What follows belongs to an exercise in optimizing a design on an open flow for small area; a production flow would make more cautious choices.
At most, simulation tests tie the RTL to the original design; equivalence was not proved.

==> inputs of job 3978 <==
==> flow/design.v (excerpt) <==
module udp_stream_top
(
    input  wire logic      m00_axis_aclk,
    input  wire logic      m00_axis_aresetn,
    input  wire logic      wr_valid,
    input  udp_regs_pkg::reg_addr_t      wr_addr,
    input  udp_regs_pkg::reg_data_t      wr_data,
    output logic           wr_ready,
    input  wire logic      rd_valid,
    input  udp_regs_pkg::reg_addr_t      rd_addr,
    output logic           rd_ready,
    output logic           rdata_valid,
    output udp_regs_pkg::reg_data_t      rdata,
    input  wire logic      rdata_ready,
    output logic           m00_axis_tvalid,
    output udp_frame_pkg::axis_data_t     m00_axis_tdata,
    output udp_frame_pkg::axis_keep_t     m00_axis_tkeep,
    output logic           m00_axis_tlast,
    input  wire logic      m00_axis_tready
);
    logic [31:0] pkt_delay;
    logic [47:0] dst_mac;
    logic [31:0] mac_lo_stage;
    logic [31:0] src_ip, dst_ip;
    logic [15:0] src_port, dst_port;
    logic [31:0] sent_count, timer_count;
    assign wr_ready = 1'b1;
    assign rd_ready = ~rdata_valid;
    always_ff @(posedge m00_axis_aclk or negedge m00_axis_aresetn) begin
        if (!m00_axis_aresetn) begin
            pkt_delay    <= udp_regs_pkg::DEF_DELAY;
            dst_mac      <= udp_regs_pkg::DEF_DST_MAC;
            mac_lo_stage <= udp_regs_pkg::DEF_DST_MAC[31:0];
            src_ip       <= udp_regs_pkg::DEF_SRC_IP;
            dst_ip       <= udp_regs_pkg::DEF_DST_IP;
            src_port     <= udp_regs_pkg::DEF_PORT;
            dst_port     <= udp_regs_pkg::DEF_PORT;
  ...
Settings: LEC_CHECK=0, CAP_MARGIN=20, CORE_MARGIN=2, CORE_UTILIZATION=72, GPL_TIMING_DRIVEN=0, SLEW_MARGIN=20; clock period 10.0 ns.
standard.sh (not shown) runs the stock make flow with config.mk's settings and CLKGATE_MAP_FILE= SYNTH_SCRIPT=/design/flow/synth_recipe.tcl, a recipe that flattens the netlist after the stock synthesis.
==> flow/flow/run.sh <==
#!/bin/bash
# Standard layout, with two changes: the port buffers are the smallest
# buffer cell, and the clock tree uses small clock buffers in larger
# sink clusters, without dummy loads.
set -euo pipefail
export BUFFER_PORTS_ARGS="-buffer_cell sky130_fd_sc_hd__buf_1"
export CTS_ARGS="-sink_clustering_enable -repair_clock_nets -buf_list sky130_fd_sc_hd__clkbuf_4 -sink_clustering_size 10 -sink_clustering_max_diameter 50 -dont_use_dummy_load"
bash standard.sh > standard_flow.log 2>&1
==> job 8126 (differences from job 3978) <==
--- a/flow/design.v
+++ b/flow/design.v
@@ -187,41 +187,38 @@
             h_dip   <= dst_ip;
             h_sport <= src_port;
             h_dport <= dst_port;
         end
     end
     localparam logic [15:0] CS_K = 16'h84AF;
     logic [15:0] cs_a, cs_b, cs_c, cs_d;
     logic [15:0] s1, c1, s2, c2, s3, c3, x, y, r;
-    logic [15:0] ip_csum, gk, pk;
+    logic [15:0] ip_csum;
     always_comb begin
-        logic gp, pp;
+        logic cy, g;
         cs_a = h_sip[31:16]; cs_b = h_sip[15:0];
         cs_c = h_dip[31:16]; cs_d = h_dip[15:0];
         s1 = cs_a ^ cs_b ^ cs_c;
         c1 = (cs_a & cs_b) | (cs_a & cs_c) | (cs_b & cs_c);
         c1 = {c1[14:0], c1[15]};
         s2 = s1 ^ c1 ^ cs_d;
         c2 = (s1 & c1) | (s1 & cs_d) | (c1 & cs_d);
         c2 = {c2[14:0], c2[15]};
         s3 = s2 ^ c2 ^ CS_K;
         c3 = (s2 & c2) | (s2 & CS_K) | (c2 & CS_K);
         c3 = {c3[14:0], c3[15]};
         x = s3; y = c3;
-        gp = 1'b0;
-        pp = 1'b1;
+        g = 1'b0;
+        for (int i = 0; i < 16; i++) g = (x[i] & y[i]) | ((x[i] | y[i]) & g);
+        cy = g;
         for (int i = 0; i < 16; i++) begin
-            gk[i] = gp;
-            pk[i] = pp;
-            gp = (x[i] & y[i]) | ((x[i] ^ y[i]) & gp);
-            pp = pp & (x[i] ^ y[i]);
-        end
-        for (int i = 0; i < 16; i++)
-            r[i] = x[i] ^ y[i] ^ (gk[i] | (pk[i] & gp));
+            r[i] = x[i] ^ y[i] ^ cy;
+            cy = (x[i] & y[i]) | ((x[i] ^ y[i]) & cy);
+        end
         ip_csum = ~r;
     end
     logic [63:0] beat_data;
     logic bsel0, bsel3, bsel4;
     assign bsel0 = (beat_idx[4] & ~beat_idx[2] & beat_idx[1]);
     assign bsel3 = (beat_idx[4] & beat_idx[1] & ~beat_idx[0]);
     assign bsel4 = (beat_idx[4] & beat_idx[2] & beat_idx[1] & beat_idx[0]);
     assign beat_last = (beat_idx[4] & ~beat_idx[3]);
==> flow/run.sh (new file) <==
#!/bin/bash
# synth_recipe.tcl (not shown) runs the flow's synth.tcl, then flattens the netlist and writes it again
# the make line also repeats each setting of config.mk as NAME=value (left out here)
make -C /OpenROAD-flow-scripts/flow DESIGN_CONFIG=/design/flow/config.mk WORK_HOME=/design/flow/orfs CLKGATE_MAP_FILE= SYNTH_SCRIPT=/design/flow/synth_recipe.tcl finish
==> flow/config.mk (replaced) <==
export PLATFORM = sky130hd
export DESIGN_NAME = udp_stream_top
export DESIGN_NICKNAME = udp_stream_top
export VERILOG_FILES = /design/flow/design.v
export SDC_FILE = /design/flow/constraint.sdc
export NUM_CORES = 4
export LEC_CHECK = 0
export CAP_MARGIN = 20
export CORE_MARGIN = 2
export CORE_UTILIZATION = 40
export SLEW_MARGIN = 20
removed: flow/flow/run.sh
removed: flow/standard.sh
==> job 5367 (differences from job 3978) <==
==> flow/flow/run.sh (replaced) <==
#!/bin/bash
# Standard layout, with two changes: the port buffers are the smallest
# buffer cell, and the clock tree uses small clock buffers in larger
# sink clusters, without dummy loads.
set -euo pipefail
export BUFFER_PORTS_ARGS="-buffer_cell sky130_fd_sc_hd__buf_1"
export CTS_ARGS="-sink_clustering_enable -repair_clock_nets -buf_list sky130_fd_sc_hd__clkbuf_4 -sink_clustering_size 8 -sink_clustering_max_diameter 40 -dont_use_dummy_load"
bash standard.sh > standard_flow.log 2>&1
==> flow/config.mk (replaced) <==
export PLATFORM = sky130hd
export DESIGN_NAME = udp_stream_top
export DESIGN_NICKNAME = udp_stream_top
export VERILOG_FILES = /design/flow/design.v
export SDC_FILE = /design/flow/constraint.sdc
export NUM_CORES = 4
export LEC_CHECK = 0
export CAP_MARGIN = 20
export CORE_MARGIN = 2
export CORE_UTILIZATION = 60
export SLEW_MARGIN = 20
==> impl_metrics.env <==
export IMPL_status="finished clean"
export IMPL_rows=68
export IMPL_design_area_um2=22600
export IMPL_seqPwrFrac_pct=51.7
export IMPL_cp_num_cells=35
export IMPL_worst_setup_path_start_kind="input port"
export IMPL_swShare_pct=34.7
export IMPL_route_detailed_wl_per_inst_um=29.3
export IMPL_drt_wl_total_mm=62.5
export IMPL_nNonClkInverters=68
The numbers above come from job 5367.

==> impl_metrics.env <==
export IMPL_drt_wl_total_mm=64.2
export IMPL_nNonClkInverters=89
export IMPL_setup_violations=3
export IMPL_fin_ws_ps=-554
export IMPL_status="failed layout checks"
export IMPL_violatedChecks="negative setup slack"
export IMPL_rows=84
The numbers above come from job 8126.

==> impl_metrics.env <==
export IMPL_worst_setup_path_start_kind="register"
export IMPL_viasPerCell=7.05
export IMPL_clk_pin_slew_ps=100
export IMPL_die_y_um=175
export IMPL_synth_top_area_share_pct=25.2
export IMPL_status="finished clean"
export IMPL_async_reset_ff_share_pct=60.3
export IMPL_rows=62
export IMPL_cp_num_cells=36
export IMPL_nNonClkInverters=68
export IMPL_crit_family="adder cells"
The numbers above come from job 3978.

Only the layout flow was run in job 8126; the RTL was not checked for function there.


==> inputs of 04-27 <==
Another version of the RTL of udp_stream_top (not shown whole).
==> flow/config.mk <==
export PLATFORM = sky130hd
export DESIGN_NAME = udp_stream_top
export DESIGN_NICKNAME = udp_stream_top
export VERILOG_FILES = /design/flow/design.v
export SDC_FILE = /design/flow/constraint.sdc
export NUM_CORES = 4
export LEC_CHECK = 0
export CAP_MARGIN = 20
export CORE_MARGIN = 2
export CORE_UTILIZATION = 60
export SLEW_MARGIN = 20
==> flow/constraint.sdc <==
create_clock -name core_clock -period 10.0 [get_ports {m00_axis_aclk}]
set_input_delay 2.0000 -clock core_clock [delete_from_list [all_inputs] [get_ports {m00_axis_aclk}]]
set_output_delay 2.0000 -clock core_clock [all_outputs]
set_load 0.01 [all_outputs]
==> flow/flow/run.sh <==
#!/bin/bash
# The standard layout (standard.sh, standard synthesis unchanged), with
# two changes:
# - every port still gets a buffer, but the smallest buffer cell (buf_1);
# - the clock tree uses clkbuf_4 buffers, sink clusters of up to 10 flops
#   within 50 um, and no dummy loads.
# The make output goes to standard_flow.log; ORFS keeps each step's log
# under orfs/logs/.
set -euo pipefail
export BUFFER_PORTS_ARGS="-buffer_cell sky130_fd_sc_hd__buf_1"
export CTS_ARGS="-sink_clustering_enable -repair_clock_nets -buf_list sky130_fd_sc_hd__clkbuf_4 -sink_clustering_size 10 -sink_clustering_max_diameter 50 -dont_use_dummy_load"
bash standard.sh > standard_flow.log 2>&1
==> 10-13 (differences from 04-27) <==
--- a/flow/design.v
+++ b/flow/design.v
@@ -134,42 +134,38 @@
         if (rd_take) begin
             rdata <= rd_value;
         end
     end
     logic       start_pend, sending, expire, frame_start, beat_ack, beat_last, first_beat;
     logic [4:0] beat_idx;
-    logic       timer_zero, timer_wrap;
     localparam logic [4:0] BEAT_FIRST = 5'd27;
-    assign expire      = ~timer_zero && (timer_count == pkt_delay);
+    assign expire      = (pkt_delay != '0) && (timer_count == pkt_delay);
     assign frame_start = start_pend & ~sending;
     assign beat_ack    = sending & m00_axis_tready;
     logic [31:0] timer_next, sent_next;
     always_comb begin
         logic c, s;
         c = 1'b1;
         for (int i = 0; i < 32; i++) begin
             timer_next[i] = (timer_count[i] ^ c) & ~expire;
             c = c & timer_count[i];
         end
-        timer_wrap = c;
         s = beat_ack & first_beat;
         for (int i = 0; i < 32; i++) begin
             sent_next[i] = sent_count[i] ^ s;
             s = s & sent_count[i];
         end
     end
     always_ff @(posedge m00_axis_aclk or negedge m00_axis_aresetn) begin
         if (!m00_axis_aresetn) begin
             timer_count <= '0;
-            timer_zero  <= 1'b1;
             start_pend  <= 1'b0;
             sending     <= 1'b0;
             sent_count  <= '0;
         end else begin
             timer_count <= timer_next;
-            timer_zero  <= expire | timer_wrap;   
             start_pend  <= expire | (start_pend & ~frame_start);
             if (frame_start)
                 sending <= 1'b1;
             else if (beat_ack && beat_last)
                 sending <= 1'b0;
             sent_count  <= sent_next;
@@ -193,38 +189,38 @@
             h_dport <= dst_port;
         end
     end
     localparam logic [15:0] CS_K = 16'h84AF;
     logic [15:0] cs_a, cs_b, cs_c, cs_d;
     logic [15:0] s1, c1, s2, c2, s3, c3, x, y, r;
-    logic [15:0] ip_csum, gk, pk;
+    logic [15:0] ip_csum, csum_sum;
     always_comb begin
-        logic gp, pp;
+        logic cy, g;
         cs_a = h_sip[31:16]; cs_b = h_sip[15:0];
         cs_c = h_dip[31:16]; cs_d = h_dip[15:0];
         s1 = cs_a ^ cs_b ^ cs_c;
         c1 = (cs_a & cs_b) | (cs_a & cs_c) | (cs_b & cs_c);
         c1 = {c1[14:0], c1[15]};
         s2 = s1 ^ c1 ^ cs_d;
         c2 = (s1 & c1) | (s1 & cs_d) | (c1 & cs_d);
         c2 = {c2[14:0], c2[15]};
         s3 = s2 ^ c2 ^ CS_K;
         c3 = (s2 & c2) | (s2 & CS_K) | (c2 & CS_K);
         c3 = {c3[14:0], c3[15]};
         x = s3; y = c3;
-        gp = 1'b0;
-        pp = 1'b1;
+        g = 1'b0;
+        for (int i = 0; i < 16; i++) g = (x[i] & y[i]) | ((x[i] | y[i]) & g);
+        cy = g;
         for (int i = 0; i < 16; i++) begin
-            gk[i] = gp;
-            pk[i] = pp;
-            gp = (x[i] & y[i]) | ((x[i] ^ y[i]) & gp);
-            pp = pp & (x[i] ^ y[i]);
-        end
-        for (int i = 0; i < 16; i++)
-            r[i] = x[i] ^ y[i] ^ (gk[i] | (pk[i] & gp));
-        ip_csum = ~r;
+            r[i] = x[i] ^ y[i] ^ cy;
+            cy = (x[i] & y[i]) | ((x[i] ^ y[i]) & cy);
+        end
+        csum_sum = ~r;
+    end
+    always_ff @(posedge m00_axis_aclk) begin
+        ip_csum <= csum_sum;
     end
     logic [63:0] beat_data;
     logic bsel0, bsel3, bsel4;
     assign bsel0 = (beat_idx[4] & ~beat_idx[2] & beat_idx[1]);
     assign bsel3 = (beat_idx[4] & beat_idx[1] & ~beat_idx[0]);
     assign bsel4 = (beat_idx[4] & beat_idx[2] & beat_idx[1] & beat_idx[0]);
==> flow/flow/run.sh (replaced) <==
#!/bin/bash
# Standard layout, with two changes: the port buffers are the smallest
# buffer cell, and the clock tree uses small clock buffers in larger
# sink clusters, without dummy loads.
set -euo pipefail
export BUFFER_PORTS_ARGS="-buffer_cell sky130_fd_sc_hd__buf_1"
export CTS_ARGS="-sink_clustering_enable -repair_clock_nets -buf_list sky130_fd_sc_hd__clkbuf_8 -sink_clustering_size 16 -sink_clustering_max_diameter 60 -dont_use_dummy_load"
bash standard.sh > standard_flow.log 2>&1
==> flow_summary.ini <==
[worst_setup_path]
r2r-end = sent_count[31]$_DFF_PN0_

[grt]
grt_pass1_wl_mm = 89.8

[die]
die_w_um = 191

[status]
outcome = timing/DRC/antenna clean

[clock_tree]
numCtsBuffers = 53

[cells_and_area]
nNonClkInverters = 63

[synth]
synth.distinct_cells = 68
-- figures above: 04-27

==> flow_summary.ini <==
[grt]
busiest_layer = met1
met1_usage_pct = 51.2
grt_pass1_wl_mm = 93.2

[worst_setup_path]
end_kind = flop

[synth]
synth.distinct_cells = 58

[status]
outcome = timing/DRC/antenna clean

[clock_tree]
numCtsBuffers = 38
cts_setup_buffers = 0

[power]
power_mw = 4.32
p_comb_mw = 1.01

[cells_and_area]
nNonClkInverters = 132

[die]
io_pins = 159
die_w_um = 194
-- figures above: 10-13

-- re-timing with driven ports --
Ports are ideal in the flow. The routed layouts listed here were re-timed in OpenROAD. Step 1: set_driving_cell puts a clkbuf_16 on m00_axis_aclk and a buf_2 on each other input, an assumption about the parent block. Step 2 also shifts input and output timing later by t, the mid clock arrival at the registers, as if the neighbouring blocks saw the same clock. Three values: no drivers, after step 1, after step 2; two values: the first two.
run	t, ns	setup slack, ns	worst setup path at the end	worst register clock-pin slew, ns	worst slew at a driven data input, ns
job 3978	0.726	1.547 / 1.547 / 1.123	input to register	0.12 / 0.12	0.07
job 8126	0.635	-0.554 / -0.611 / 0.023	register to output	0.06 / 0.06	0.07
job 5367	0.726	2.225 / 2.254 / 1.528	input to register	0.09 / 0.09	0.07
04-27	0.845	2.497 / 2.492 / 1.682	input to register	0.11 / 0.11	0.10
10-13	0.650	0.727 / 0.727 / 0.727	register to register	0.10 / 0.10	0.06
The setup slack of 04-27, which loses most, moves by -0.005 ns with the drivers and by -0.815 ns with both steps.
